Background: an optimization exercise with open tools, aiming at small area, a short achievable clock period and few clock cycles per item. Do not read the settings as production practice. Only simulation tests tie the RTL to the original design; equivalence was not proved. Power is estimated from default activity; no workload was simulated.

epsilon:
Design canonical_huffman_bit_decoder, start of the top module:
module canonical_huffman_bit_decoder #(
  parameter int MAX_CODE_LENGTH = 16,
  parameter int MAX_SYMBOLS     = 256
) (
  input  logic              clk,
  input  logic              rst,
  input  logic              start,
  output logic              busy,
  input  chbd_pkg::opcode_t opcode,
  input  logic [4:0]        level,
  input  logic [7:0]        count,
  input  logic [7:0]        symbol_index,
  input  logic [7:0]        symbol,
  input  logic [8:0]        value_total,
  input  logic              bit_req,
  output logic              done,
  output chbd_pkg::status_t status,
  output logic [7:0]        decoded_symbol,
  output logic [4:0]        code_length
);
For scale: ~63 I/O pins, roughly 95000 um2 of cells after synthesis.
==> flow/config.mk <==
export PLATFORM = sky130hd
export DESIGN_NAME = canonical_huffman_bit_decoder
export DESIGN_NICKNAME = canonical_huffman_bit_decoder
export VERILOG_FILES = /design/flow/design.v
export SDC_FILE = /design/flow/constraint.sdc
export NUM_CORES = 4
export LEC_CHECK = 0
export CAP_MARGIN = 20
export CORE_MARGIN = 2
export CORE_UTILIZATION = 40
export CTS_CLUSTER_DIAMETER = 100
export CTS_CLUSTER_SIZE = 30
export PLACE_DENSITY = 0.72
export SLEW_MARGIN = 20
==> flow/constraint.sdc <==
create_clock -name core_clock -period 9.0 [get_ports {clk}]
set_input_delay 1.8000 -clock core_clock [delete_from_list [all_inputs] [get_ports {clk}]]
set_output_delay 1.8000 -clock core_clock [all_outputs]
set_load 0.01 [all_outputs]
standard.sh (not shown) runs the stock make flow with config.mk's settings and CLKGATE_MAP_FILE= SYNTH_SCRIPT=/design/flow/synth_recipe.tcl, a recipe that flattens the netlist after the stock synthesis.
==> flow/flow/run.sh <==
#!/bin/bash
# The standard layout, with the timing repair aimed at a shorter period
# than the design's (a larger setup slack margin). The synthesis is the
# standard one, run unchanged; the SDC, floorplan and every other step are
# the standard flow's own. Each run's full output goes to a log file here; ORFS keeps
# each step's log under orfs/logs.
set -euo pipefail
MARGIN=6.0
bash standard.sh synth > synth.log 2>&1
bash standard.sh SETUP_SLACK_MARGIN=$MARGIN finish > layout.log 2>&1
epsilon reached the end of the flow, and the finished layout is clean on the timing, design-rule and antenna checks.
Testbench counts of epsilon, summed over its fixed seeds: cycles 92,214, items 91,490.
Input-level comparison between gamma and epsilon:
diff --git a/flow/config.mk b/flow/config.mk
--- a/flow/config.mk
+++ b/flow/config.mk
@@ -8,7 +8,6 @@
 export CAP_MARGIN = 20
 export CORE_MARGIN = 2
-export CORE_UTILIZATION = 40
+export CORE_UTILIZATION = 50
 export CTS_CLUSTER_DIAMETER = 100
 export CTS_CLUSTER_SIZE = 30
-export PLACE_DENSITY = 0.72
 export SLEW_MARGIN = 20
--- outcome ---
- Of gamma and epsilon, gamma shows the lower slew at the pin with the worst max-slew slack, with epsilon above it.
- On number of max-cap violations, gamma and epsilon are neck and neck.
- NOTE count of clock-buffer cells in the layout epsilon->gamma decreased by a few percent
- From epsilon to gamma the numbers moved as follows: maximum achievable frequency saw little to no change; horizontal die dimension went down; overall power consumption has remained practically unchanged.
- Relative to epsilon, the sum of net half-perimeters after detailed placement measured on gamma has increased by a little under 10%.
- Fraction of final layout cells with drive strength greater than 1 (higher): gamma
- epsilon and gamma ended up with roughly the same final critical path time including I/O delays and setup.
- Pre-CTS setup slack ends up lower on gamma.
- Clock insertion delay at the later pin of the skew report: gamma vs epsilon — no meaningful difference

---

Starting RTL as in the previous note.
clock: 9.0 ns
lec_check: 0
cap_margin: 20
core_margin: 2
core_utilization: 40
cts_cluster_diameter: 100
cts_cluster_size: 30
slew_margin: 20
==> flow/flow/run.sh <==
#!/bin/bash
# The standard layout, with the timing repair aimed at a shorter period
# than the design's (a larger setup slack margin). The synthesis is the
# standard one, run unchanged; the SDC, floorplan and every other step are
# the standard flow's own. Each run's full output goes to a log file here; ORFS keeps
# each step's log under orfs/logs.
set -euo pipefail
MARGIN=5.9
bash standard.sh synth > synth.log 2>&1
bash standard.sh SETUP_SLACK_MARGIN=$MARGIN finish > layout.log 2>&1
The first run finished with timing, DRC and antenna clean.
Testbench counts at the start, summed over its fixed seeds: cycles 92,214, items 91,490.
Rerun with:
--- a/flow/flow/run.sh
+++ b/flow/flow/run.sh
@@ -8 +8 @@
-MARGIN=5.9
+MARGIN=6.0
=> Final area increases by about 0.34%. Global-route usage increases by 0.33 points. Hold slack gains 0.0054 ns. First-iteration DRC count increases by 9.2%. Register-to-register slack barely changes. Wire length increases by about 1.2%. Clock-buffer cell count increases by 8. Fmax decreases by about 2.3%. Cell count increases by about 0.34%. Synthesized cell count does not change. Worst setup slack loses 0.072 ns.

## separate check: timing with driven ports
How much do the figures lean on ideal ports? The routed layouts below were timed once more, with nothing changed but the port constraints.
Step 1 (the two cells are an assumption about what drives the block):
set clk [get_ports {clk}]
set_driving_cell -lib_cell sky130_fd_sc_hd__clkbuf_16 $clk
set_driving_cell -lib_cell sky130_fd_sc_hd__buf_2 [delete_from_list [all_inputs] $clk]
Step 2 adds t to the input delays and takes it off the output delays; t is the mean of the earliest and latest rising clock arrival at the registers after step 1. Input paths then give back, and output paths get back, about the clock's delay inside the block.
Three values: ideal ports, drivers, drivers and shift; two values: the first two.
run | t, ns | setup slack, ns | hold slack, ns | clock arrival spread, ns | worst slew at a driven data input, ns
epsilon | 0.866 | 5.933 / 5.847 / 5.252 | 0.447 / 0.447 / 0.447 | 0.068 / 0.068 | 0.04
gamma | 0.865 | 5.931 / 5.846 / 5.184 | 0.453 / 0.453 / 0.453 | 0.057 / 0.057 | 0.04
the first run of note 2 | 0.865 | 5.924 / 5.833 / 5.183 | 0.438 / 0.438 / 0.438 | 0.050 / 0.049 | 0.15
the second run of note 2 | 0.881 | 5.852 / 5.763 / 5.165 | 0.443 / 0.443 / 0.443 | 0.098 / 0.097 | 0.23
After both steps setup and hold are still met in every run listed. The setup slack of gamma, which loses most, moves by -0.085 ns with the drivers and by -0.747 ns with both steps.
